This design comes from an exercise in tuning for small area, a short achievable clock period and few clock cycles per item on the open sky130 flow, not from production work. The RTL was checked by simulation tests, not by an equivalence proof against the original design.

==> flow/design.v, too long to show whole: its modules and the start of the top module <==
// module series_eval_engine: 196 lines
// module sev_fa: 4 lines
// module sev_fa1: 4 lines
// module sev_gp: 4 lines
// module sev_pgc: 4 lines
// module sev_bsel: 3 lines
// module sev_and2: 3 lines
// module sev_benc0: 4 lines
// module sev_ao22: 3 lines
// module sev_xor2: 3 lines
// module sev_xnor2: 3 lines
// module sev_bseln: 3 lines
// module sev_benc: 4 lines
// module sev_mx2: 3 lines
// module sev_inv: 3 lines
// module sev_nand2: 3 lines
// module sev_nor2: 3 lines
// module sev_aoi: 3 lines
// module sev_oai: 3 lines
// module sev_gc: 3 lines
// module sev_benc16: 18 lines
// module sev_sq16_t: 406 lines
// module sev_sq16_c: 261 lines
// module sev_bmul16_t: 980 lines
// module sev_bmul16_c: 261 lines
// module sev_bmacadd16_t: 1035 lines
// module sev_bmacadd16_c: 286 lines
// module sev_bmacsub16_t: 1094 lines
// module sev_bmacsub16_c: 286 lines
module series_eval_engine #(
    parameter int WIDTH = 16,
    parameter int TERMS = 4
) (
    input  logic             clk,
    input  logic             rst,
    input  logic             start,
    input  logic [WIDTH-1:0] x,
    input  logic             coef_wr,
    input  logic [2:0]       coef_addr,
    input  logic [WIDTH-1:0] coef_data,
    output logic             busy,
    output logic             done,
    output logic [WIDTH-1:0] result,
    output logic             ovf
);
  // ...
==> flow/flow/run.sh <==
#!/bin/bash
# The standard layout, except that the port buffers are buf_4 cells
# (buffer_ports otherwise picks a slow delay buffer, which then sets the
# period through the output paths).
set -euo pipefail
export BUFFER_PORTS_ARGS="-buffer_cell sky130_fd_sc_hd__buf_4"
bash standard.sh > standard_flow.log 2>&1
==> flow/standard.sh <==
#!/bin/bash
# synth_recipe.tcl (not shown) runs the flow's synth.tcl, then flattens the netlist and writes it again
# the make line also repeats each setting of config.mk as NAME=value (left out here)
make -C /OpenROAD-flow-scripts/flow DESIGN_CONFIG=/design/flow/config.mk WORK_HOME=/design/flow/orfs CLKGATE_MAP_FILE= SYNTH_SCRIPT=/design/flow/synth_recipe.tcl "${@:-finish}"
==> flow/config.mk <==
export PLATFORM = sky130hd
export DESIGN_NAME = series_eval_engine
export DESIGN_NICKNAME = series_eval_engine
export VERILOG_FILES = /design/flow/design.v
export SDC_FILE = /design/flow/constraint.sdc
export NUM_CORES = 4
export LEC_CHECK = 0
export CAP_MARGIN = 50
export CORE_MARGIN = 2
export CORE_UTILIZATION = 65
export SLEW_MARGIN = 75
export SYNTH_HIERARCHICAL = 1
==> flow/constraint.sdc <==
create_clock -name core_clock -period 11.0 [get_ports {clk}]
set_input_delay 2.2000 -clock core_clock [delete_from_list [all_inputs] [get_ports {clk}]]
set_output_delay 2.2000 -clock core_clock [all_outputs]
set_load 0.01 [all_outputs]
==> notes.md, run 1 <==
status=no timing/DRC/antenna violations; Setup WS post-layout=roughly 7.6 ns; post-synthesis compound-gate area fraction=0.163; CTS HTree Levels=3; Cell Chain, Critical Path=inv_1 > buf_4; final worst path period need=3.44 ns; Synth async-reset ratio=0.125; commonest non-fill, non-tap cells in the layout=a22o_1, xor2_1, fa_1; most common flop cell mapped by yosys=dfxtp_1; delay-heaviest family, CP=flip-flops; setup TNS=0 ns; crit path from=rdy_q; Final Setup Violations=0; FP Rows=about 120; Worst setup EP type=primary output; largest family of logic cells by synthesized area=adder cells; WL final=156 mm; fin. max-slew vios=0; critical path depth=2; post-synthesis xor/xnor area fraction=0.142; CP Buf/Inv Count=2; sequential-to-total area share from yosys stat=0.277; CTS tree=built; max layer used=met4; Synth area leaders=dfxtp_1, fa_1, a22o_1, xor2_1, ha_1; most frequent cells after synthesis=a22o_1, xor2_1, dfxtp_1; HPWL after DPL=106 mm; Post-CTS Hold Buffers=0
Testbench counts, summed over its fixed seeds: cycles 1,752, items 1,536.
==> inputs of run 2 (changes only) <==
--- a/flow/config.mk
+++ b/flow/config.mk
@@ -5,8 +5,10 @@
 export SDC_FILE = /design/flow/constraint.sdc
 export NUM_CORES = 4
 export LEC_CHECK = 0
-export CAP_MARGIN = 50
+export CAP_MARGIN = 40
 export CORE_MARGIN = 2
-export CORE_UTILIZATION = 65
-export SLEW_MARGIN = 75
+export CORE_UTILIZATION = 75
+export CTS_CLUSTER_DIAMETER = 60
+export CTS_CLUSTER_SIZE = 40
+export SLEW_MARGIN = 60
 export SYNTH_HIERARCHICAL = 1
==> run 2 against run 1 <==
  * Critical path type is now reg -> reg
  * Core utilization is 8.3 points higher
  * Clock-buffer cell count is 46 lower
  * Sequential cell count stayed put
  * Synthesized cell count stayed put
  * Via count is 0.91% higher
  * Wire length is 2.9% lower
  * Clock skew is 0.011 ns higher
  * Die area is 13% lower
  * Largest cell class unchanged
  * Still clean
==> notes.md, run 2 <==
status=no timing/DRC/antenna violations (unchanged); Reg2Reg Setup Slack=7.53 ns (was 7.70 ns); fin. max-slew vios=0 (unchanged); Worst setup EP type=flop (was primary output); Worst EP required=11.56 ns (was 8.80 ns); Initial DRC Count=3173 (was 2935); Placer Congestion=0.885 (was 0.837); FF-to-FF End=t1cs_q[19] (unchanged); input/output buffers=57 (unchanged); Area Growth Syn to Fin=3.78% (was 6.92%); sequential-to-total area share from yosys stat=0.277 (unchanged); clock latency on the worst-skew pair=0.68 ns (was 0.70 ns); met3 Track Usage GR=0.0461 (was 0.0414); Layout Skew=0.0491 ns (was 0.0381 ns); post-cts gate resize count=0 (unchanged); reg2reg start=x3_q[15] (was x3_q[14]); Multi-input gate area=45800 um^2 (was 45900 um^2); CTS HTree Levels=3 (unchanged); first-pass GRT wire length=247 mm (was 253 mm); EDFF count, synth=0 (unchanged); vias in the first global route=46300 (was 45900); Setup Buffers After CTS=0 (unchanged); Distinct cells, synth=41 (unchanged); Worst path slowest cell=fa_1 (was dfrtp_1); gr ovfl total=0 (unchanged); # DRC=0 (unchanged); WL final=151 mm (was 156 mm); CTS Root Cell=clkbuf_16 (unchanged); syn_area_per_cell=11.8 um^2 (unchanged); Fmax=0.288 GHz (was 0.291 GHz); mapped cell area=69100 um^2 (unchanged); RSZ-0062 raised after global routing=false (unchanged); Crit path arrival time=4.03 ns (was 1.24 ns); Slew HR=0.594; Synth async-reset ratio=0.125 (unchanged); Synth area leaders=dfxtp_1, fa_1, a22o_1, xor2_1, ha_1 (unchanged); share of cells above drive strength 1=0.116 (was 0.134); WS Path Type=reg -> reg (was reg -> out); MaxCap Viol Count=0 (unchanged); Seq cells post-synth=926 (unchanged); full die area=94600 um^2 (was 109000 um^2); initial cell density of the core=0.755 (was 0.656); HP Start=w7d_q[8] (was x2e2a_q[4]); CP max stage delay=0.51 ns (was 0.39 ns); crit-path most repeated cell=fa_1; Register Area=19400 um^2 (was 19700 um^2); Final Hold Viols=0 (unchanged); Core Area=91500 um^2 (was 105000 um^2); busiest layer in global routing=met2 (unchanged); cell count after synthesis=5866 (unchanged); wire length per cell=21.9 um (was 21.6 um); Hold Crit Class=reg -> reg (unchanged); Final Setup Violations=0 (unchanged); Post-CTS Hold Buffers=0 (unchanged); antenna violations before repair=1 (was 2); synth warn=7 (unchanged); vias=43600 (was 43200); HPWL after DPL=102 mm (was 106 mm); # diodes=0 (unchanged); most common flop cell mapped by yosys=dfxtp_1 (unchanged); commonest non-fill, non-tap cells in the layout=a22o_1, xor2_1, fa_1 (unchanged); GR Layer Usage met1=0.416 (was 0.379); clock buffer depth=3 (unchanged); post-synth top area cell=dfxtp_1 (unchanged); CTS Sinks=926 (unchanged); Yosys top cell area share=0.235 (unchanged); most frequent cells after synthesis=a22o_1, xor2_1, dfxtp_1 (unchanged); GRT Resource Usage Total=0.325 (was 0.292); antenna viol nets, final=0 (unchanged); Tcrit/Tclk final=0.316 (was 0.313); die height=308 um (was 330 um); FP Rows=111 (was 119); Worst Tran Pin Value=0.604 ns; Startpoint Class=flop (unchanged); CP max FO=49 (was 3); Die Wd=308 um (was 330 um); Num CTS Buffers=77 (was 100); met2 usage=0.561 (was 0.502); reg2reg path depth=10 (was 8); Via density=6.32 (was 5.99); Cell Chain, Critical Path=buf_4 > a22o_1 > xor2_1 > inv_1 > ha_1 > inv_1 > fa_1 > fa_1 > fa_1 > fa_1 (was inv_1 > buf_4); IO Pins=58 (unchanged); CTS tree=built (unchanged); router iterations before antenna repair=5 (was 16); nets=6845 (was 6921); Critical Path Sink=t1cs_q[19] (was busy); leading cell type in the layout, fill and taps excluded=a22o_1 (unchanged); number of fill cells=5825 (was 7826); setup TNS=0 ns (unchanged); final worst path period need=3.47 ns (was 3.44 ns); most frequent cell after synthesis=a22o_1 (unchanged); largest net degree at the start of global routing=60 (was 59); crit path from=x3_q[15] (was rdy_q); Worst-path clk slew=0.10 ns (was 0.06 ns); Largest regs=t1cs_q (48), t2cs_q (48), t3cs_q (48) (unchanged)
## run 2: changes by cell type in the layout (fill, tap and decap cells not counted), moves of 41 or more
cell,delta
dfrtp_2,+67
buf_4,+41
dfrtp_4,-53
dfxtp_4,-78
buf_6,-47
dfxtp_2,+58
## run 2: per-module statistics from Yosys (local to each module, per instance), a selection
module | area (um^2) | cells inside | flops+latches
sev_fa1 | 27.5 | 5 | 0
sev_bmacsub16_t | 484 | 70 | 0
sev_mx2 | 15.0 | 1 | 0
sev_bmul16_c | 140 | 16 | 0
sev_benc | 31.3 | 4 | 0
sev_ao22 | 8.76 | 1 | 0
sev_xor2 | 8.76 | 1 | 0
sev_inv | 3.75 | 1 | 0
sev_aoi | 8.76 | 1 | 0
sev_nor2 | 3.75 | 1 | 0
sev_sq16_t | 1260 | 183 | 0
sev_bmul16_t | 349 | 47 | 0
## run 2: routing by layer
| metal | vias up | wire [um] |
|---|---|---|
| met3 | 365 | 9820 |
| met1 | 21900 | 60300 |
| met5 | - | 13 |
| li1 | 19500 | - |
| met4 | 2 | 5440 |
| met2 | 1793 | 75700 |
## run 2: worst min-delay path by stage
stage,slack [ns],depth (start not counted),endpoint
global route,0.32,0,x1_q[4]
global placement,0.31,0,w4a_q[0]
finish,0.32,0,w8d_q[8]
CTS,0.32,0,x1_q[4]
detailed placement,0.31,0,x2e2_q[16]
floorplan,0.31,0,ovf4a_q
## run 2: cell type report
class                      count  share of cell area
tap                         1186              0.0207
timing repair buffer         141              0.0151
inverter                     238              0.0126
multi-input combinational   4260               0.638
clock buffer                  82              0.0277
sequential                   926               0.270
clock inverter                61              0.0159
## run 2: cells by family (layout without fill, tap and decap cells)
kind of cell	count (synthesis)	after routing	share of synthesized area
xor+xnor	1121	1121	0.142
fa+ha+maj	1162	1162	0.292
simple gates	546	546	0.0479
mux	99	99	0.0163
compound gates	1328	1328	0.163
flops	926	926	0.277
buf+inv	682	522	0.0621
other cells	2	4	0.000109
## run 2: per-stage QoR
stage               cells  hold slack [ns]  utilization  worst slack, ns  area (um^2)
floorplan            5868            0.310            -             5.73        69100
global placement     6750            0.310        0.746             7.27        68300
detailed placement   6750            0.312        0.749             7.56        68500
CTS                  6893            0.319        0.783             7.54        71600
global route         6894            0.320        0.784             7.41        71700
finish               6894            0.318        0.784             7.53        71700
## run 2: critical path: cells and delay by family, from the launching register on
family	cells	cell delay [ns]
AOI/OAI and AO/OA	1	0.26
xor gates and xnor gates	1	0.15
adders and majority gates	5	2.01
buffers and inverters	3	0.60
DFF	1	0.32
==> inputs of run 3 (changes only) <==
--- a/flow/config.mk
+++ b/flow/config.mk
@@ -5,10 +5,10 @@
 export SDC_FILE = /design/flow/constraint.sdc
 export NUM_CORES = 4
 export LEC_CHECK = 0
-export CAP_MARGIN = 40
+export CAP_MARGIN = 60
 export CORE_MARGIN = 2
 export CORE_UTILIZATION = 75
 export CTS_CLUSTER_DIAMETER = 60
 export CTS_CLUSTER_SIZE = 40
-export SLEW_MARGIN = 60
+export SLEW_MARGIN = 85
 export SYNTH_HIERARCHICAL = 1
==> run 3 against run 2 <==
  * Worst setup slack better by 0.026 ns
  * Clock-buffer cell count down 1
  * Sequential cell count unchanged
  * Critical path depth is 8 lower
  * Register-to-register slack gained 0.07 ns
  * Global-route usage up 3.0 points
  * Hold slack lost 0.030 ns
  * Highest routed layer unchanged
==> notes.md, run 3 <==
Worst EP required=8.80 ns (was 11.56 ns); first-pass GRT wire length=268 mm (was 247 mm); wire length per cell=24.8 um (was 21.9 um); vias=47600 (was 43600); CP max stage delay=0.41 ns (was 0.51 ns); Via density=6.59 (was 6.32); Core Area=91500 um^2 (unchanged); EDFF count, synth=0 (unchanged); most common flop cell mapped by yosys=dfxtp_1 (unchanged); Worst-path clk slew=0.11 ns (was 0.10 ns); Worst setup EP type=primary output (was flop); leading cell type in the layout, fill and taps excluded=a22o_1 (unchanged); clock buffer depth=3 (unchanged); Yosys top cell area share=0.235 (unchanged); fin. max-slew vios=0 (unchanged); IO Pins=58 (unchanged); full die area=94600 um^2 (unchanged); input/output buffers=57 (unchanged); Post-CTS Hold Buffers=0 (unchanged); antenna violations before repair=2 (was 1); commonest non-fill, non-tap cells in the layout=a22o_1, fa_1, dfxtp_1 (was a22o_1, xor2_1, fa_1); Hold Crit Class=reg -> reg (unchanged); synth warn=7 (unchanged); Placer Congestion=0.885 (unchanged); Synth async-reset ratio=0.125 (unchanged); CTS tree=built (unchanged); crit path from=rdy_q (was x3_q[15]); CP max FO=3 (was 49); Setup Buffers After CTS=0 (unchanged); post-synth top area cell=dfxtp_1 (unchanged); router iterations before antenna repair=8 (was 5); Tcrit/Tclk final=0.314 (was 0.316); Placed Cells incl. Taps=7009 (was 6750); fin cells=7225 (was 6894); die height=308 um (unchanged); Largest regs=t1cs_q (48), t2cs_q (48), t3cs_q (48) (unchanged); RSZ-0062 raised after global routing=false (unchanged); HPWL after DPL=119 mm (was 102 mm); Final Setup Violations=0 (unchanged); Synth area leaders=dfxtp_1, fa_1, a22o_1, xor2_1, ha_1 (unchanged); Initial DRC Count=4733 (was 3173); mapped cell area=69100 um^2 (unchanged); Die Wd=308 um (unchanged); # DRC=0 (unchanged); setup TNS=0 ns (unchanged); MaxCap Viol Count=0 (unchanged); share of cells above drive strength 1=0.248 (was 0.116); FP Rows=111 (unchanged); CTS Sinks=926 (unchanged); GRT Resource Usage Total=0.355 (was 0.325); Seq cells post-synth=926 (unchanged); nets=7173 (was 6845); vias in the first global route=50000 (was 46300); CTS HTree Levels=3 (unchanged); Startpoint Class=flop (unchanged); cell count after synthesis=5866 (unchanged); antenna viol nets, final=0 (unchanged); largest net degree at the start of global routing=34 (was 60); most frequent cells after synthesis=a22o_1, xor2_1, dfxtp_1 (unchanged); Distinct cells, synth=41 (unchanged); Crit path arrival time=1.25 ns (was 4.03 ns); Layout Skew=0.0502 ns (was 0.0491 ns); sequential-to-total area share from yosys stat=0.277 (unchanged); Num CTS Buffers=78 (was 77); Worst path slowest cell=dfrtp_1 (was fa_1); syn_area_per_cell=11.8 um^2 (unchanged); final worst path period need=3.45 ns (was 3.47 ns); most frequent cell after synthesis=a22o_1 (unchanged); post-cts gate resize count=0 (unchanged); HP Start=w7d_q[8] (unchanged); Cell Chain, Critical Path=inv_1 > buf_4 (was buf_4 > a22o_1 > xor2_1 > inv_1 > ha_1 > inv_1 > fa_1 > fa_1 > fa_1 > fa_1); reg2reg start=x1_q[8] (was x3_q[15]); clock latency on the worst-skew pair=0.71 ns (was 0.68 ns); Fmax=0.290 GHz (was 0.288 GHz); CTS Root Cell=clkbuf_16 (unchanged); WS Path Type=reg -> out (was reg -> reg); status=no timing/DRC/antenna violations (unchanged); initial cell density of the core=0.755 (unchanged); Area Growth Syn to Fin=16.3% (was 3.78%); WL final=179 mm (was 151 mm); Final Hold Viols=0 (unchanged); gr ovfl total=0 (unchanged)
-- run 3: per-layer routing --
| layer | vias up | track usage | share of wire |
|---|---|---|---|
| met3 | 804 | 0.0566 | 0.080 |
| met4 | 4 | 0.170 | 0.054 |
| met1 | 24000 | 0.437 | 0.36 |
| met2 | 2980 | 0.612 | 0.50 |
| met5 | - | 0 | 0.00013 |
| li1 | 19900 | - | - |
-- run 3: worst paths after layout --
check	cells past startpoint	endpoint	slack [ns]
worst max-delay path	2	busy	7.55
worst min-delay path	0	w8d_q[8]	0.29
worst max register to register	9	t0cs_q[21]	7.60
worst min register to register	0	w8d_q[8]	0.29
max in group asynchronous	6	c1_q[12]	8.70
min in group asynchronous	2	w8v_q	1.41
-- run 3: modules after synthesis, one instance, submodules excluded, excerpt --
module	cells inside	times used	cell area (um^2)	flops+latches
sev_nor2	1	8	3.75	0
sev_bmacadd16_c	24	1	196	0
sev_gp	1	374	12.5	0
sev_benc	4	35	31.3	0
sev_bmul16_c	16	4	140	0
sev_fa1	5	39	27.5	0
sev_oai	1	15	5.00	0
sev_bmacadd16_t	62	1	473	0
sev_aoi	1	33	8.76	0
sev_mx2	1	3	15.0	0
sev_and2	1	256	6.26	0
-- run 3: area by class of cell --
type	count	area (um^2)
well taps	1186	1480
clock inverters	65	1250
flip-flops and latches	926	19800
fillers	4046	11100
inverters	238	910
diodes	1	2.50
clock buffers	81	2030
repair buffers	468	5240
multi-input cells	4260	49700
-- run 3: cell families (layout without fill, tap and decap cells) --
kind of cell    count (synthesis)  in the layout  synth area share
compound gates               1328           1328             0.163
fa+ha+maj                    1162           1162             0.292
mux                            99             99            0.0163
simple gates                  546            546            0.0479
other cells                     2              5          0.000109
xor+xnor                     1121           1121             0.142
buf+inv                       682            852            0.0621
flops                         926            926             0.277
-- run 3: critical path: cells and delay by family (launching register included) --
family                 cells  cell delay (ns)
buffers and inverters      2             0.17
flip-flops                 1             0.41
-- run 3: metrics by stage --
| step | utilization | area [um^2] | setup slack, ns | hold WS [ns] |
|---|---|---|---|---|
| global placement | 0.746 | 68300 | 7.27 | 0.310 |
| finish | 0.878 | 80400 | 7.55 | 0.287 |
| CTS | 0.847 | 77500 | 7.52 | 0.298 |
| floorplan | - | 69100 | 5.73 | 0.310 |
| global route | 0.878 | 80400 | 7.49 | 0.295 |
| detailed placement | 0.811 | 74200 | 7.67 | 0.312 |
==> inputs of run 4 (changes only) <==
--- a/flow/config.mk
+++ b/flow/config.mk
@@ -5,10 +5,10 @@
 export SDC_FILE = /design/flow/constraint.sdc
 export NUM_CORES = 4
 export LEC_CHECK = 0
-export CAP_MARGIN = 60
+export CAP_MARGIN = 50
 export CORE_MARGIN = 2
-export CORE_UTILIZATION = 75
+export CORE_UTILIZATION = 82
 export CTS_CLUSTER_DIAMETER = 60
 export CTS_CLUSTER_SIZE = 40
-export SLEW_MARGIN = 85
+export SLEW_MARGIN = 75
 export SYNTH_HIERARCHICAL = 1
==> run 4 against run 3 <==
  * Non-clock buffer count down 308
  * Still clean
  * Worst setup slack worse by 0.12 ns
  * Register-to-register slack worse by 0.17 ns
  * Via count down 4.5%
  * Clock-buffer cell count down 6
  * Synthesized cell count unchanged
  * Highest routed layer is now met4
  * Final area down 10%
  * Global-route usage up 2.2 points
  * Die area down 8.4%
  * Cell count down 6.0%
==> notes.md, run 4 <==
Core Area=83600 um^2 (was 91500 um^2); Worst path slowest cell=fa_1 (was dfrtp_1); # DRC=0 (unchanged); CP max stage delay=0.53 ns (was 0.41 ns); WS Path Type=reg -> reg (was reg -> out); setup TNS=0 ns (unchanged); vias=45500 (was 47600); Post-CTS Hold Buffers=0 (unchanged); post-cts gate resize count=0 (unchanged); nets=6857 (was 7173); Crit path arrival time=4.13 ns (was 1.25 ns); Yosys top cell area share=0.235 (unchanged); Final Setup Violations=0 (unchanged); Startpoint Class=flop (unchanged); first-pass GRT wire length=259 mm (was 268 mm); fin cells=6793 (was 7225); cell count after synthesis=5866 (unchanged); most common flop cell mapped by yosys=dfxtp_1 (unchanged); Tcrit/Tclk final=0.325 (was 0.314); WHS=0.318 ns (was 0.287 ns); Area Growth Syn to Fin=4.61% (was 16.3%); Worst-path clk slew=0.11 ns (about the same); Placed Cells incl. Taps=6655 (was 7009); Num CTS Buffers=70 (was 78); Synth async-reset ratio=0.125 (unchanged); commonest non-fill, non-tap cells in the layout=a22o_1, xor2_1, fa_1 (was a22o_1, fa_1, dfxtp_1); antenna viol nets, final=0 (unchanged); Initial DRC Count=4363 (was 4733); Seq cells post-synth=926 (unchanged); critical path depth=11 (was 2); HPWL after DPL=106 mm (was 119 mm); most frequent cell after synthesis=a22o_1 (unchanged); Final Hold Viols=0 (unchanged); delay-heaviest family, CP=adder cells (was flip-flops); Cell Chain, Critical Path=clkbuf_8 > buf_12 > a22o_1 > xor2_1 > inv_1 > ha_1 > inv_1 > fa_1 > fa_1 > fa_1 > fa_1 (was inv_1 > buf_4); EDFF count, synth=0 (unchanged); share of cells above drive strength 1=0.123 (was 0.248); MaxCap Viol Count=0 (unchanged); # diodes=0 (was 1); post-synth top area cell=dfxtp_1 (unchanged); input/output buffers=57 (unchanged); dpl cell area=69200 um^2 (was 74200 um^2); leading cell type in the layout, fill and taps excluded=a22o_1 (unchanged); WL met3=13.9 mm (was 14.3 mm); router iterations before antenna repair=6 (was 8); CTS Root Cell=clkbuf_16 (unchanged); clock latency on the worst-skew pair=0.71 ns (about the same); WL met2=79.8 mm (was 90.2 mm); Synth area leaders=dfxtp_1, fa_1, a22o_1, xor2_1, ha_1 (unchanged); die height=294 um (was 308 um); wire length per cell=23.9 um (was 24.8 um); Layout Skew=0.0567 ns (was 0.0502 ns); mapped cell area=69100 um^2 (unchanged); CTS tree=built (unchanged); CP max FO=35 (was 3); reg2reg path depth=11 (was 9); initial cell density of the core=0.827 (was 0.755); synth warn=7 (unchanged); WL met1=60.3 mm (was 65.0 mm); status=no timing/DRC/antenna violations (unchanged); Distinct cells, synth=41 (unchanged); full die area=86600 um^2 (was 94600 um^2); Placer Congestion=0.882 (was 0.885); Hold Crit Class=reg -> reg (unchanged); clock buffer depth=3 (unchanged); Worst EP required=11.55 ns (was 8.80 ns); syn_area_per_cell=11.8 um^2 (unchanged); Largest regs=t1cs_q (48), t2cs_q (48), t3cs_q (48) (unchanged); gr ovfl total=0 (unchanged); Via density=6.69 (was 6.59); vias in the first global route=49000 (was 50000); Worst setup EP type=flop (was primary output); FP Rows=106 (was 111); crit-path most repeated cell=fa_1; Setup Buffers After CTS=0 (unchanged); largest net degree at the start of global routing=51 (was 34); most frequent cells after synthesis=a22o_1, xor2_1, dfxtp_1 (unchanged); fin. max-slew vios=0 (unchanged); hold path depth=0 (unchanged); max layer used=met4 (was met5); CP Buf/Inv Count=4 (was 2); Final Cell Area=72300 um^2 (was 80400 um^2); antenna violations before repair=0 (was 2); sequential-to-total area share from yosys stat=0.277 (unchanged); Die Wd=294 um (was 308 um); WL final=163 mm (was 179 mm); IO Pins=58 (unchanged); Fmax=0.280 GHz (was 0.290 GHz); GRT Resource Usage Total=0.377 (was 0.355); CTS Sinks=926 (unchanged); CTS HTree Levels=3 (unchanged); RSZ-0062 raised after global routing=false (unchanged); final worst path period need=3.57 ns (was 3.45 ns)
## run 4: cell counts after synthesis
Identical to the previous run, type by type.
## run 4: through the flow
step / utilization / setup slack (ns)
final: 0.865 / 7.43
after global routing: 0.865 / 7.39
after CTS: 0.861 / 7.47
after detailed placement: 0.828 / 7.67
after global placement: 0.815 / 7.28
after floorplan: - / 5.73
## run 4: layer usage
| layer | track usage | up-vias |
|---|---|---|
| met3 | 0.0666 | 720 |
| met1 | 0.463 | 22500 |
| met5 | 0 | - |
| met4 | 0.200 | 0 |
| met2 | 0.637 | 2752 |
| li1 | - | 19500 |
## run 4: worst reg2reg max path: stages, from the launching register on
cell      delay [ns]
dfxtp_1         0.33
clkbuf_8        0.19
buf_12          0.21
a22o_1          0.19
xor2_1          0.23
inv_1           0.10
ha_1            0.30
inv_1           0.06
fa_1            0.46
fa_1            0.41
fa_1            0.53
fa_1            0.43
## run 4: area by class of cell
type | count | area [um^2]
Clock inverter | 54 | 995
Fill cell | 4196 | 11200
Tap cell | 1080 | 1350
Inverter | 238 | 906
Multi-Input combinational cell | 4260 | 45900
Sequential cell | 926 | 19700
Timing Repair Buffer | 160 | 1600
Clock buffer | 75 | 1790
## run 4: final timing paths
path	start	end	slack, ns
max in group asynchronous	rst	c0_q[10]	8.65
min	w3d_q[10]	w4d_q[10]	0.32
min reg2reg	w3d_q[10]	w4d_q[10]	0.32
max	x3_q[15]	t1cs_q[19]	7.43
max reg2reg	x3_q[15]	t1cs_q[19]	7.43
min in group asynchronous	rst	c3_q[22]	1.47
## run 4: cell families (layout without fill, tap and decap cells)
logic type / after synthesis / after routing / synth area share
other: 2 / 4 / 0.000109
DFF: 926 / 926 / 0.277
AOI/OAI and AO/OA: 1328 / 1328 / 0.163
and+or+nand+nor: 546 / 546 / 0.0479
muxes: 99 / 99 / 0.0163
adders and majority gates: 1162 / 1162 / 0.292
buffers and inverters: 682 / 527 / 0.0621
xor gates and xnor gates: 1121 / 1121 / 0.142
## run 4: modules after synthesis (local to each module, per instance), a selection
module / cells / times used / flip-flops and latches / cell area (um^2)
series_eval_engine: 1045 / 1 / 926 / 20400
sev_bmacsub16_t: 70 / 2 / 0 / 484
sev_mx2: 1 / 3 / 0 / 15.0
sev_gp: 1 / 374 / 0 / 12.5
sev_ao22: 1 / 896 / 0 / 8.76
sev_xor2: 1 / 656 / 0 / 8.76
==> inputs of run 5 (changes only) <==
--- a/flow/config.mk
+++ b/flow/config.mk
@@ -7,7 +7,7 @@
 export LEC_CHECK = 0
 export CAP_MARGIN = 50
 export CORE_MARGIN = 2
-export CORE_UTILIZATION = 82
+export CORE_UTILIZATION = 75
 export CTS_CLUSTER_DIAMETER = 60
 export CTS_CLUSTER_SIZE = 40
 export SLEW_MARGIN = 75
==> run 5 against run 4 <==
  * Critical path depth is 9 lower
  * Worst setup slack better by 0.15 ns
  * Final area is 0.62% higher
  * Non-clock buffer count is 3 higher
  * Clock-buffer cell count is 4 higher
  * Register-to-register slack better by 0.27 ns
  * Synthesized cell count stayed put
==> notes.md, run 5 <==
status=no timing/DRC/antenna violations (unchanged); clock latency on the worst-skew pair=0.70 ns (was 0.71 ns); IO Pins=58 (unchanged); largest net degree at the start of global routing=60 (was 51); final worst path period need=3.42 ns (was 3.57 ns); input/output buffers=57 (unchanged); post-synthesis xor/xnor area fraction=0.142 (unchanged); Worst EP required=8.80 ns (was 11.55 ns); Layout Skew=0.0488 ns (was 0.0567 ns); Fmax=0.292 GHz (was 0.280 GHz); post-synthesis compound-gate area fraction=0.163 (unchanged); nets=6867 (was 6857); Setup WS post-layout=7.58 ns (was 7.43 ns); end of the worst hold path=w8d_q[8] (was w4d_q[10]); Worst setup EP type=primary output (was flop); leading cell type in the layout, fill and taps excluded=a22o_1 (unchanged); full die area=94600 um^2 (was 86600 um^2); GRT Resource Usage Total=0.325 (was 0.377); Distinct cells, synth=41 (unchanged); reg2reg path depth=10 (was 11); initial cell density of the core=0.755 (was 0.827); Num CTS Buffers=77 (was 70); Die Wd=308 um (was 294 um); Post-CTS Hold Buffers=0 (unchanged); post-cts gate resize count=0 (unchanged); Largest regs=t1cs_q (48), t2cs_q (48), t3cs_q (48) (unchanged); cell count after synthesis=5866 (unchanged); HPWL after DPL=103 mm (was 106 mm); Final Setup Violations=0 (unchanged); # DRC=0 (unchanged); WS Path Type=reg -> out (was reg -> reg); mux cell area share after synthesis=0.0163 (unchanged); simple-gate share of the synthesized area=0.0479 (unchanged); antenna viol nets, final=0 (unchanged); most frequent cell after synthesis=a22o_1 (unchanged); Startpoint Class=flop (unchanged); WL final=152 mm (was 163 mm); most common flop cell mapped by yosys=dfxtp_1 (unchanged); HP Start=w7d_q[8] (was w3d_q[10]); FP Rows=111 (was 106); Yosys top cell area share=0.235 (unchanged); CTS Sinks=926 (unchanged); gr ovfl total=0 (unchanged); antenna violations before repair=1 (was 0); RSZ-0062 raised after global routing=false (unchanged); pre-CTS setup slack=7.70 ns (was 7.67 ns); fin. max-slew vios=0 (unchanged); MaxCap Viol Count=0 (unchanged); Synth async-reset ratio=0.125 (unchanged); Cell Chain, Critical Path=inv_1 > buf_4 (was clkbuf_8 > buf_12 > a22o_1 > xor2_1 > inv_1 > ha_1 > inv_1 > fa_1 > fa_1 > fa_1 > fa_1); Worst path slowest cell=dfrtp_1 (was fa_1); Setup Buffers After CTS=0 (unchanged); commonest non-fill, non-tap cells in the layout=a22o_1, xor2_1, fa_1 (unchanged); vias in the first global route=46800 (was 49000); Initial DRC Count=3287 (was 4363); Seq cells post-synth=926 (unchanged); share of cells above drive strength 1=0.125 (was 0.123); Crit path arrival time=1.22 ns (was 4.13 ns); CTS Root Cell=clkbuf_16 (unchanged); Via density=6.38 (was 6.69); synth warn=7 (unchanged); EDFF count, synth=0 (unchanged); die height=308 um (was 294 um); Final Hold Viols=0 (unchanged); Area Growth Syn to Fin=5.26% (was 4.61%); syn_area_per_cell=11.8 um^2 (unchanged); sequential-to-total area share from yosys stat=0.277 (unchanged); mapped cell area=69100 um^2 (unchanged); Placer Congestion=0.885 (was 0.882); CP max FO=3 (was 35); reg2reg start=x3_q[15] (unchanged); wire length per cell=22.0 um (was 23.9 um); hold path depth=0 (unchanged); largest family of logic cells by synthesized area=adder cells (unchanged); Tcrit/Tclk final=0.311 (was 0.325); post-synth top area cell=dfxtp_1 (unchanged); clock buffer depth=3 (unchanged); CTS tree=built (unchanged); post-synthesis adder-cell area fraction=0.292 (unchanged); # diodes=0 (unchanged); Worst-path clk slew=0.11 ns (about the same); Core Area=91500 um^2 (was 83600 um^2); vias=44100 (was 45500); CTS HTree Levels=3 (unchanged); FF-to-FF End=t1cs_q[19] (unchanged); Synth area leaders=dfxtp_1, fa_1, a22o_1, xor2_1, ha_1 (unchanged); most frequent cells after synthesis=a22o_1, xor2_1, dfxtp_1 (unchanged); Hold Crit Class=reg -> reg (unchanged); router iterations before antenna repair=5 (was 6); Reg2Reg Setup Slack=7.70 ns (was 7.43 ns); CP max stage delay=0.39 ns (was 0.53 ns); first-pass GRT wire length=247 mm (was 259 mm); setup TNS=0 ns (unchanged)
-- run 5: cell types whose count changed in the layout (fill, tap and decap cells not counted), sizes merged --
cell,change
inv,+1
buf,+1
bufinv,-1
clkinv,+11
clkbuf,+6
-- run 5: cell families after synthesis --
family | after synthesis
compound gates | 1328
flops | 926
xor+xnor | 1121
buf+inv | 682
simple gates | 546
fa+ha+maj | 1162
other cells | 2
mux | 99
-- run 5: worst max-delay path by stage --
stage,start,end,slack (ns),cells after the start
floorplan,rst,c0_q[0],5.73,1
global placement,rst,c0_q[7],7.27,3
detailed placement,x3_q[15],t1cs_q[19],7.70,10
CTS,rdy_q,busy,7.53,2
global route,rdy_q,busy,7.50,2
finish,rdy_q,busy,7.58,2
-- run 5: area by class of cell --
class	instances	area, um^2
clock inverter	65	1110
timing repair buffer	163	1630
tap	1186	1480
clock buffer	79	1960
fill	5657	18800
multi-input combinational	4260	46000
inverter	238	910
sequential	926	19700
-- run 5: per-layer routing --
layer	track usage	up-vias	routed length [um]
met5	0	-	13
met3	0.0481	456	10400
met1	0.411	22200	60100
li1	-	19500	-
met4	0.139	2	6220
met2	0.560	1968	75700
-- run 5: critical path, delay by kind of cell (launching register included) --
family   cells  cell delay, ns
flops        1            0.39
buf+inv      2            0.16
-- run 5: per-module statistics from Yosys, one instance, submodules excluded, excerpt --
module / cells inside / copies in the design
sev_xnor2: 1 / 296
sev_bmul16_c: 16 / 4
sev_fa1: 5 / 39
sev_xor2: 1 / 656
sev_mx2: 1 / 3
sev_bmul16_t: 47 / 4
sev_and2: 1 / 256
sev_bmacsub16_t: 70 / 2
sev_inv: 1 / 52
sev_benc16: 8 / 5
sev_gc: 1 / 344
sev_gp: 1 / 374
sev_bmacadd16_t: 62 / 1
sev_benc0: 2 / 5
sev_bmacsub16_c: 24 / 2
sev_fa: 1 / 749
-- run 5: through the flow --
stage | std cells | hold slack (ns) | cell area (um^2) | utilization
after floorplan | 5868 | 0.310 | 69100 | -
after global placement | 6750 | 0.310 | 68300 | 0.746
after detailed placement | 6763 | 0.312 | 69300 | 0.757
after CTS | 6907 | 0.292 | 72400 | 0.791
after global routing | 6917 | 0.300 | 72800 | 0.795
final | 6917 | 0.289 | 72800 | 0.795
==> inputs of run 6 (changes only) <==
--- a/flow/config.mk
+++ b/flow/config.mk
@@ -9,6 +9,6 @@
 export CORE_MARGIN = 2
 export CORE_UTILIZATION = 75
 export CTS_CLUSTER_DIAMETER = 60
-export CTS_CLUSTER_SIZE = 40
+export CTS_CLUSTER_SIZE = 50
 export SLEW_MARGIN = 75
 export SYNTH_HIERARCHICAL = 1
==> run 6 against run 5 <==
  * Sequential share of layout area stayed put
  * Cell count stayed put
  * Still clean on timing, DRC and antenna
  * Sequential cell count unchanged
  * First-iteration DRC count is the same
  * Critical endpoint unchanged
==> notes.md, run 6 <==
status=no timing/DRC/antenna violations (unchanged); post-synthesis xor/xnor area fraction=0.142 (unchanged); FF-to-FF End=t1cs_q[19] (unchanged); CTS tree=built (unchanged); Worst path slowest cell=dfrtp_1 (unchanged); router iterations before antenna repair=5 (unchanged); full die area=94600 um^2 (unchanged); most frequent cells after synthesis=a22o_1, xor2_1, dfxtp_1 (unchanged); Largest regs=t1cs_q (48), t2cs_q (48), t3cs_q (48) (unchanged); GRT Resource Usage Total=0.325 (unchanged); input/output buffers=57 (unchanged); final worst path period need=3.42 ns (unchanged); CTS Root Cell=clkbuf_16 (unchanged); CTS Sinks=926 (unchanged); post-synthesis adder-cell area fraction=0.292 (unchanged); Crit path arrival time=1.22 ns (about the same); Area Growth Syn to Fin=5.26% (unchanged); post-synthesis compound-gate area fraction=0.163 (unchanged); Seq cells post-synth=926 (unchanged); cell count after synthesis=5866 (unchanged); Via density=6.38 (unchanged); clock buffer depth=3 (unchanged); number of fill cells=5657 (unchanged); HPWL after DPL=103 mm (unchanged); Multi-input gate area=46000 um^2 (unchanged); WS Path Type=reg -> out (unchanged); # diodes=0 (unchanged); Final Hold Viols=0 (unchanged); setup TNS=0 ns (unchanged); most common flop cell mapped by yosys=dfxtp_1 (unchanged); CP max stage delay=0.39 ns (about the same); synth warn=7 (unchanged); Cell Chain, Critical Path=inv_1 > buf_4 (unchanged); WL final=152 mm (unchanged); sequential-to-total area share from yosys stat=0.277 (unchanged); Register Area=19700 um^2 (unchanged); mapped cell area=69100 um^2 (unchanged); Worst EP required=8.80 ns (about the same); Worst setup EP type=primary output (unchanged); most frequent cell after synthesis=a22o_1 (unchanged); reg2reg path depth=10 (unchanged); simple-gate share of the synthesized area=0.0479 (unchanged); Yosys top cell area share=0.235 (unchanged); Initial DRC Count=3287 (unchanged); reg2reg start=x3_q[15] (unchanged); post-cts gate resize count=0 (unchanged); post-synth top area cell=dfxtp_1 (unchanged); Synth async-reset ratio=0.125 (unchanged); mux cell area share after synthesis=0.0163 (unchanged); Layout Skew=0.0488 ns (unchanged); syn_area_per_cell=11.8 um^2 (unchanged); Reg2Reg Setup Slack=7.70 ns (about the same); Hold Crit Class=reg -> reg (unchanged); clock latency on the worst-skew pair=0.70 ns (about the same); delay-heaviest family, CP=flip-flops (unchanged); Placer Congestion=0.885 (unchanged); vias=44100 (unchanged); EDFF count, synth=0 (unchanged); commonest non-fill, non-tap cells in the layout=a22o_1, xor2_1, fa_1 (unchanged); share of cells above drive strength 1=0.125 (unchanged); nets=6867 (unchanged); HP Start=w7d_q[8] (unchanged); Distinct cells, synth=41 (unchanged); CP max FO=3 (unchanged); Setup Buffers After CTS=0 (unchanged); largest family of logic cells by synthesized area=adder cells (unchanged); die height=308 um (unchanged); leading cell type in the layout, fill and taps excluded=a22o_1 (unchanged); CP Buf/Inv Count=2 (unchanged); Startpoint Class=flop (unchanged); fin cells=6917 (unchanged); MaxCap Viol Count=0 (unchanged); gr ovfl total=0 (unchanged); largest net degree at the start of global routing=60 (unchanged); # DRC=0 (unchanged); Post-CTS Hold Buffers=0 (unchanged); vias in the first global route=46800 (unchanged); hold path depth=0 (unchanged); Die Wd=308 um (unchanged); wire length per cell=22.0 um (unchanged); Worst-path clk slew=0.11 ns (about the same); FP Rows=111 (unchanged); Core Area=91500 um^2 (unchanged); CTS HTree Levels=3 (unchanged); Synth area leaders=dfxtp_1, fa_1, a22o_1, xor2_1, ha_1 (unchanged); IO Pins=58 (unchanged); antenna violations before repair=1 (unchanged); fin. max-slew vios=0 (unchanged); end of the worst hold path=w8d_q[8] (unchanged); Fmax=0.292 GHz (unchanged); RSZ-0062 raised after global routing=false (unchanged); Placed Cells incl. Taps=6763 (unchanged); Tcrit/Tclk final=0.311 (unchanged); WHS=0.289 ns (unchanged); first-pass GRT wire length=247 mm (unchanged); initial cell density of the core=0.755 (unchanged); Final Setup Violations=0 (unchanged); antenna viol nets, final=0 (unchanged); Num CTS Buffers=77 (unchanged)
run 6: cell counts in the layout (fill, tap and decap cells not counted):
Identical to the previous run, type by type.
run 6: how the worst max path moves through the flow:
| stage | from | end | cells after the start |
|---|---|---|---|
| floorplan | rst | c0_q[0] | 1 |
| global placement | rst | c0_q[7] | 3 |
| detailed placement | x3_q[15] | t1cs_q[19] | 10 |
| CTS | rdy_q | busy | 2 |
| global route | rdy_q | busy | 2 |
| finish | rdy_q | busy | 2 |
run 6: final cells by class:
type                            instances  share of cell area
Clock buffer                           79              0.0269
Clock inverter                         65              0.0153
Inverter                              238              0.0125
Multi-Input combinational cell       4260               0.632
Sequential cell                       926               0.271
Tap cell                             1186              0.0204
Timing Repair Buffer                  163              0.0223
run 6: kinds of logic after synthesis:
logic type,after synthesis
compound gates,1328
fa+ha+maj,1162
xor+xnor,1121
flops,926
buf+inv,682
simple gates,546
mux,99
other cells,2
run 6: worst register-to-register path, stage by stage, from the launching register on:
cell	delay, ns
dfxtp_1	0.33
clkbuf_8	0.33
a22o_1	0.23
xor2_1	0.14
inv_1	0.06
ha_1	0.27
inv_1	0.08
fa_1	0.42
fa_1	0.39
fa_1	0.51
fa_1	0.41
run 6: routing by layer:
layer / wire, um / GRT usage / up-vias
met2: 75700 / 0.560 / 1968
met3: 10400 / 0.0481 / 456
met5: 13 / 0 / -
met4: 6220 / 0.139 / 2
met1: 60100 / 0.411 / 22200
li1: - / - / 19500
run 6: modules after synthesis (local to each module, per instance), excerpt:
module	flip-flops and latches	cells
sev_bmacsub16_t	0	70
sev_aoi	0	1
sev_mx2	0	1
sev_bmul16_t	0	47
sev_xnor2	0	1
sev_gp	0	1
sev_sq16_t	0	183
sev_bmacsub16_c	0	24
sev_fa	0	1
sev_nor2	0	1
sev_bmacadd16_t	0	62
sev_inv	0	1
sev_nand2	0	1
series_eval_engine	926	1045
sev_sq16_c	0	16
sev_bmul16_c	0	16
run 6: stage by stage:
stage               utilization  worst slack [ns]  instance area, um^2
floorplan                     -              5.73                69100
global placement          0.746              7.27                68300
detailed placement        0.757              7.70                69300
CTS                       0.791              7.53                72400
global route              0.795              7.50                72800
finish                    0.795              7.58                72800
==> inputs of run 7 (changes only) <==
--- a/flow/config.mk
+++ b/flow/config.mk
@@ -8,7 +8,7 @@
 export CAP_MARGIN = 50
 export CORE_MARGIN = 2
 export CORE_UTILIZATION = 75
-export CTS_CLUSTER_DIAMETER = 60
-export CTS_CLUSTER_SIZE = 50
+export CTS_CLUSTER_DIAMETER = 100
+export CTS_CLUSTER_SIZE = 30
 export SLEW_MARGIN = 75
 export SYNTH_HIERARCHICAL = 1
==> run 7 against run 6 <==
  * Still clean
  * First-iteration DRC count increased by 0.24%
  * Clock skew is 0.011 ns lower
  * Final area fell by 2.1%
  * Sequential cell count is the same
  * Global-route usage fell by 0.75 points
  * Non-clock buffer count up 3
  * Largest cell class unchanged
==> notes.md, run 7 <==
CP max stage delay=0.40 ns (was 0.39 ns); Worst-path clk slew=0.11 ns (about the same); sequential-to-total area share from yosys stat=0.277 (unchanged); Setup WS post-layout=7.60 ns (was 7.58 ns); first-pass GRT wire length=242 mm (was 247 mm); Placer Congestion=0.885 (unchanged); crit path from=rdy_q (unchanged); gr ovfl total=0 (unchanged); Critical Path Sink=busy (unchanged); WS Path Type=reg -> out (unchanged); Layout Skew=0.0376 ns (was 0.0488 ns); full die area=94600 um^2 (unchanged); Worst path slowest cell=dfrtp_1 (unchanged); Reg2Reg Setup Slack=7.67 ns (was 7.70 ns); mapped cell area=69100 um^2 (unchanged); vias=43500 (was 44100); most frequent cell after synthesis=a22o_1 (unchanged); Area Growth Syn to Fin=3.06% (was 5.26%); post-synth top area cell=dfxtp_1 (unchanged); hold path depth=0 (unchanged); IO Pins=58 (unchanged); most frequent cells after synthesis=a22o_1, xor2_1, dfxtp_1 (unchanged); synth warn=7 (unchanged); reg2reg path depth=11 (was 10); Final Setup Violations=0 (unchanged); post-cts gate resize count=0 (unchanged); Initial DRC Count=3295 (was 3287); input/output buffers=57 (unchanged); CTS HTree Levels=2 (was 3); Final Hold Viols=0 (unchanged); Tcrit/Tclk final=0.309 (was 0.311); FP Rows=111 (unchanged); Startpoint Class=flop (unchanged); Seq cells post-synth=926 (unchanged); CP max FO=3 (unchanged); EDFF count, synth=0 (unchanged); Post-CTS Hold Buffers=0 (unchanged); clock latency on the worst-skew pair=0.66 ns (was 0.70 ns); Crit path arrival time=1.20 ns (was 1.22 ns); critical path depth=2 (unchanged); final worst path period need=3.40 ns (was 3.42 ns); Cell Chain, Critical Path=inv_1 > buf_4 (unchanged); reg2reg start=x3_q[15] (unchanged); Distinct cells, synth=41 (unchanged); Fmax=0.295 GHz (was 0.292 GHz); CTS Root Cell=clkbuf_16 (unchanged); WL final=149 mm (was 152 mm); Worst EP required=8.80 ns (about the same); leading cell type in the layout, fill and taps excluded=a22o_1 (unchanged); Hold Crit Class=reg -> reg (unchanged); fin. max-slew vios=0 (unchanged); CTS Sinks=926 (unchanged); CTS tree=built (unchanged); FF-to-FF End=t1cs_q[21] (was t1cs_q[19]); vias in the first global route=45900 (was 46800); most common flop cell mapped by yosys=dfxtp_1 (unchanged); Die Wd=308 um (unchanged); wire length per cell=21.7 um (was 22.0 um); HPWL after DPL=103 mm (unchanged); Worst setup EP type=primary output (unchanged); die height=308 um (unchanged); status=no timing/DRC/antenna violations (unchanged); cell count after synthesis=5866 (unchanged); RSZ-0062 raised after global routing=false (unchanged); Largest regs=t1cs_q (48), t2cs_q (48), t3cs_q (48) (unchanged); router iterations before antenna repair=5 (unchanged); setup TNS=0 ns (unchanged); # DRC=0 (unchanged); share of cells above drive strength 1=0.113 (was 0.125); Synth async-reset ratio=0.125 (unchanged); Via density=6.34 (was 6.38); nets=6837 (was 6867); clock buffer depth=3 (unchanged); GRT Resource Usage Total=0.318 (was 0.325); Core Area=91500 um^2 (unchanged); commonest non-fill, non-tap cells in the layout=a22o_1, xor2_1, fa_1 (unchanged); Num CTS Buffers=44 (was 77); initial cell density of the core=0.755 (unchanged); Synth area leaders=dfxtp_1, fa_1, a22o_1, xor2_1, ha_1 (unchanged); Setup Buffers After CTS=0 (unchanged); largest net degree at the start of global routing=60 (unchanged); Yosys top cell area share=0.235 (unchanged); antenna viol nets, final=0 (unchanged); CP Buf/Inv Count=2 (unchanged); delay-heaviest family, CP=flip-flops (unchanged); MaxCap Viol Count=0 (unchanged); antenna violations before repair=0 (was 1); pre-CTS setup slack=7.70 ns (unchanged); syn_area_per_cell=11.8 um^2 (unchanged)
[run 7: how the worst min path moves through the flow]
stage                      from    endpoint  slack, ns
finish              x2e2a_q[21]  x2e2_q[21]       0.32
global route        x2e2a_q[21]  x2e2_q[21]       0.32
CTS                 x2e2a_q[21]  x2e2_q[21]       0.32
detailed placement  x2e2a_q[15]  x2e2_q[15]       0.31
global placement       w3a_q[0]    w4a_q[0]       0.31
floorplan                ovf3_q     ovf4a_q       0.31
[run 7: cell type report]
type | count | area, um^2
diodes | 2 | 5.00
clock buffers | 61 | 1190
clock inverters | 21 | 313
fillers | 5928 | 20300
inverters | 238 | 910
multi-input cells | 4260 | 45900
flip-flops and latches | 926 | 19700
well taps | 1186 | 1480
repair buffers | 166 | 1680
[run 7: worst register-to-register path, delay by kind of cell (launching register included)]
family	cells	cell delay (ns)
AOI/OAI and AO/OA	1	0.21
adders and majority gates	5	2.01
xor gates and xnor gates	1	0.14
buffers and inverters	4	0.50
DFF	1	0.33
[run 7: kinds of logic (layout without fill, tap and decap cells)]
group / count (synthesis) / after routing / share of synthesized area
other: 2 / 6 / 0.000109
XOR/XNOR: 1121 / 1121 / 0.142
flip-flops: 926 / 926 / 0.277
buffers and inverters: 682 / 486 / 0.0621
AO/OA/AOI/OAI: 1328 / 1328 / 0.163
AND/OR/NAND/NOR: 546 / 546 / 0.0479
multiplexers: 99 / 99 / 0.0163
adder cells (fa/ha/maj): 1162 / 1162 / 0.292
[run 7: per-layer routing]
| metal | track usage | up-vias | wire length (um) |
|---|---|---|---|
| met2 | 0.552 | 1849 | 74100 |
| li1 | - | 19400 | - |
| met5 | 0 | - | 0 |
| met1 | 0.408 | 21900 | 59900 |
| met4 | 0.121 | 0 | 5030 |
| met3 | 0.0388 | 355 | 9920 |
[run 7: through the flow]
| step | area (um^2) | std cells | util | hold slack, ns |
|---|---|---|---|---|
| 3_3_place_gp | 68300 | 6750 | 0.746 | 0.310 |
| 5_1_grt | 71200 | 6858 | 0.778 | 0.321 |
| 6_report | 71200 | 6860 | 0.778 | 0.323 |
| 2_1_floorplan | 69100 | 5868 | - | 0.310 |
| 3_5_place_dp | 69300 | 6763 | 0.757 | 0.312 |
| 4_1_cts | 70800 | 6845 | 0.774 | 0.323 |
[run 7: modules after synthesis, one instance, submodules excluded, a selection]
module | copies in the design | cell area (um^2) | cells | flip-flops and latches
sev_bmacadd16_t | 1 | 473 | 62 | 0
sev_bmul16_t | 4 | 349 | 47 | 0
sev_sq16_c | 1 | 140 | 16 | 0
sev_benc | 35 | 31.3 | 4 | 0
sev_fa1 | 39 | 27.5 | 5 | 0
sev_mx2 | 3 | 15.0 | 1 | 0
sev_gp | 374 | 12.5 | 1 | 0
sev_gc | 344 | 7.51 | 1 | 0
==> inputs of run 8 (changes only) <==
==> flow/flow/run.sh (replaced) <==
#!/bin/bash
set -euo pipefail
export BUFFER_PORTS_ARGS="-buffer_cell sky130_fd_sc_hd__buf_4"
export SETUP_SLACK_MARGIN=7.75
bash standard.sh > standard_flow.log 2>&1
--- a/flow/config.mk
+++ b/flow/config.mk
@@ -8,7 +8,7 @@
 export CAP_MARGIN = 50
 export CORE_MARGIN = 2
 export CORE_UTILIZATION = 75
-export CTS_CLUSTER_DIAMETER = 100
-export CTS_CLUSTER_SIZE = 30
+export CTS_CLUSTER_DIAMETER = 60
+export CTS_CLUSTER_SIZE = 40
 export SLEW_MARGIN = 75
 export SYNTH_HIERARCHICAL = 1
==> run 8 against run 7 <==
  * Critical endpoint unchanged
  * Die area unchanged
  * Still clean on timing, DRC and antenna
  * First-iteration DRC count rose by 5.0%
  * Largest cell class unchanged
==> notes.md, run 8 <==
Largest regs=t1cs_q (48), t2cs_q (48), t3cs_q (48) (unchanged); most common flop cell mapped by yosys=dfxtp_1 (unchanged); nets=6910 (was 6837); reg2reg start=c1_q[0] (was x3_q[15]); antenna violations before repair=0 (unchanged); CP max stage delay=0.39 ns (was 0.40 ns); fin. max-slew vios=0 (unchanged); die height=308 um (unchanged); CTS Root Cell=clkbuf_16 (unchanged); wire length per cell=22.7 um (was 21.7 um); Synth async-reset ratio=0.125 (unchanged); full die area=94600 um^2 (unchanged); first-pass GRT wire length=254 mm (was 242 mm); number of fill cells=5548 (was 5928); Hold Crit Class=reg -> reg (unchanged); most frequent cell after synthesis=a22o_1 (unchanged); Distinct cells, synth=41 (unchanged); setup TNS=0 ns (unchanged); Num CTS Buffers=82 (was 44); reg2reg path depth=7 (was 11); hold path depth=0 (unchanged); final worst path period need=3.44 ns (was 3.40 ns); synth warn=7 (unchanged); WS Path Type=reg -> out (unchanged); antenna viol nets, final=0 (unchanged); Reg2Reg Setup Slack=7.80 ns (was 7.67 ns); Worst setup EP type=primary output (unchanged); Final Setup Violations=0 (unchanged); largest net degree at the start of global routing=35 (was 60); HPWL after DPL=105 mm (was 103 mm); Fmax=0.291 GHz (was 0.295 GHz); Layout Skew=0.0516 ns (was 0.0376 ns); CP Buf/Inv Count=2 (unchanged); Worst EP required=8.80 ns (about the same); WL final=158 mm (was 149 mm); leading cell type in the layout, fill and taps excluded=a22o_1 (unchanged); mapped cell area=69100 um^2 (unchanged); Tcrit/Tclk final=0.313 (was 0.309); RSZ-0062 raised after global routing=true (was false); Cell Chain, Critical Path=inv_1 > buf_6 (was inv_1 > buf_4); most frequent cells after synthesis=a22o_1, xor2_1, dfxtp_1 (unchanged); fin cells=6964 (was 6860); Initial DRC Count=3459 (was 3295); router iterations before antenna repair=6 (was 5); clock buffer depth=3 (unchanged); delay-heaviest family, CP=flip-flops (unchanged); Final Hold Viols=0 (unchanged); IO Pins=58 (unchanged); clock latency on the worst-skew pair=0.70 ns (was 0.66 ns); gr ovfl total=0 (unchanged); MaxCap Viol Count=0 (unchanged); cell count after synthesis=5866 (unchanged); sequential-to-total area share from yosys stat=0.277 (unchanged); input/output buffers=57 (unchanged); CP max FO=2 (was 3); end of the worst hold path=x2e2_q[10] (was x2e2_q[21]); Via density=6.37 (was 6.34); syn_area_per_cell=11.8 um^2 (unchanged); Die Wd=308 um (unchanged); commonest non-fill, non-tap cells in the layout=a22o_1, xor2_1, fa_1 (unchanged); Worst path slowest cell=dfrtp_1 (unchanged); Area Growth Syn to Fin=6.59% (was 3.06%); Crit path arrival time=1.24 ns (was 1.20 ns); Placer Congestion=0.867 (was 0.885); Core Area=91500 um^2 (unchanged); FF-to-FF End=t1cs_q[15] (was t1cs_q[21]); # diodes=0 (was 2); HP Start=x2e2a_q[10] (was x2e2a_q[21]); Placed Cells incl. Taps=6779 (was 6763); Post-CTS Hold Buffers=0 (unchanged); Synth area leaders=dfxtp_1, fa_1, a22o_1, xor2_1, ha_1 (unchanged); status=no timing/DRC/antenna violations (unchanged); CTS Sinks=926 (unchanged); Startpoint Class=flop (unchanged); GRT Resource Usage Total=0.337 (was 0.318); EDFF count, synth=0 (unchanged); share of cells above drive strength 1=0.137 (was 0.113); # DRC=0 (unchanged); vias in the first global route=47700 (was 45900); vias=44400 (was 43500); Yosys top cell area share=0.235 (unchanged); CTS tree=built (unchanged); CTS HTree Levels=3 (was 2); post-synth top area cell=dfxtp_1 (unchanged); Worst-path clk slew=0.11 ns (about the same); initial cell density of the core=0.755 (unchanged); FP Rows=111 (unchanged); Seq cells post-synth=926 (unchanged)
-- run 8: cell counts after synthesis --
No cell type changed its count.
-- run 8: how the worst max path moves through the flow --
stage	from	to	slack, ns	depth (start not counted)
after global routing	rdy_q	busy	7.52	2
after CTS	rdy_q	busy	7.52	2
after floorplan	rst	c0_q[0]	7.39	1
final	rdy_q	busy	7.56	2
after global placement	rst	c3_q[17]	7.15	4
after detailed placement	c3_q[0]	t3cs_q[19]	7.71	9
-- run 8: timing repair --
| item | CTS | global route |
|---|---|---|
| pin swaps | 0 | 1 |
| setup buffers | 6 | 11 |
| setup endpoints to repair | 21 | 26 |
| gates cloned | 0 | 0 |
| hold endpoints to repair | 0 | 0 |
| resized for setup | 31 | 10 |
-- run 8: per-stage QoR --
step	hold slack, ns	setup WS, ns	utilization	cell area (um^2)
finish	0.309	7.56	0.805	73700
global route	0.302	7.52	0.805	73700
CTS	0.314	7.52	0.799	73200
detailed placement	0.312	7.71	0.761	69600
global placement	0.310	7.15	0.745	68200
floorplan	0.310	7.39	-	69200
-- run 8: Yosys stat by module (local to each module, per instance), a selection --
module	times used	cells inside	flops+latches
sev_gc	344	1	0
sev_fa	749	1	0
sev_bmacadd16_t	1	62	0
sev_bmul16_c	4	16	0
sev_fa1	39	5	0
sev_ao22	896	1	0
sev_nor2	8	1	0
sev_oai	15	1	0
-- run 8: area by class of cell --
cell class / instances / area [um^2] / share of cell area
timing repair buffer: 201 / 2220 / 0.0301
tap: 1186 / 1480 / 0.0201
clock inverter: 67 / 1250 / 0.0170
inverter: 238 / 897 / 0.0122
clock buffer: 86 / 2130 / 0.0289
sequential: 926 / 19800 / 0.269
multi-input combinational: 4260 / 45900 / 0.623
-- run 8: cells by family (layout without fill, tap and decap cells) --
group | Yosys count | in the layout | share of synthesized area
other cells | 2 | 4 | 0.000109
mux | 99 | 99 | 0.0163
fa+ha+maj | 1162 | 1162 | 0.292
buf+inv | 682 | 592 | 0.0621
xor+xnor | 1121 | 1121 | 0.142
compound gates | 1328 | 1328 | 0.163
flops | 926 | 926 | 0.277
simple gates | 546 | 546 | 0.0479
-- run 8: worst register-to-register path: cells and delay by family (launching register included) --
kind | cells | cell delay, ns
adder cells (fa/ha/maj) | 4 | 1.88
flip-flops | 1 | 0.51
XOR/XNOR | 1 | 0.32
AO/OA/AOI/OAI | 1 | 0.24
buffers and inverters | 1 | 0.16
-- run 8: per-layer routing --
metal / wire, um / GRT usage
met1: 62300 / 0.427
met2: 77600 / 0.571
met3: 11700 / 0.0529
met4: 6480 / 0.151
met5: 0 / 0

separate check: timing with driven ports:
Ports are ideal in the flow. The routed layouts listed here were re-timed in OpenROAD.
Step 1 sets driving cells, clkbuf_16 on the clock port and buf_2 on the other inputs (assumed; they add their load-dependent delay and slew).
Step 2 moves the port delays by t, midway between the first and last clock arrival at a register: inputs arrive t later, outputs are due t later. That takes back most of the time a late clock gives input paths.
Three values: ideal, step 1, step 2; two values: the first two.
run	t, ns	setup WS [ns]	latest minus earliest clock arrival (ns)	slew at the worst register clock pin (ns)	worst data-port slew with drivers (ns)
run 1	0.765	7.559 / 7.483 / 7.702	0.047 / 0.046	0.07 / 0.07	0.04
run 2	0.724	7.525 / 7.513 / 7.525	0.054 / 0.054	0.10 / 0.10	0.04
run 3	0.756	7.551 / 7.477 / 7.600	0.053 / 0.053	0.11 / 0.11	0.06
run 4	0.746	7.429 / 7.429 / 7.429	0.065 / 0.065	0.12 / 0.12	0.05
run 5	0.747	7.575 / 7.502 / 7.703	0.049 / 0.050	0.11 / 0.11	0.05
run 6	0.747	7.575 / 7.502 / 7.703	0.049 / 0.050	0.11 / 0.11	0.05
run 7	0.706	7.605 / 7.533 / 7.672	0.048 / 0.048	0.11 / 0.11	0.04
run 8	0.742	7.561 / 7.492 / 7.800	0.055 / 0.054	0.11 / 0.11	0.04
After both steps every run listed still meets setup and hold.
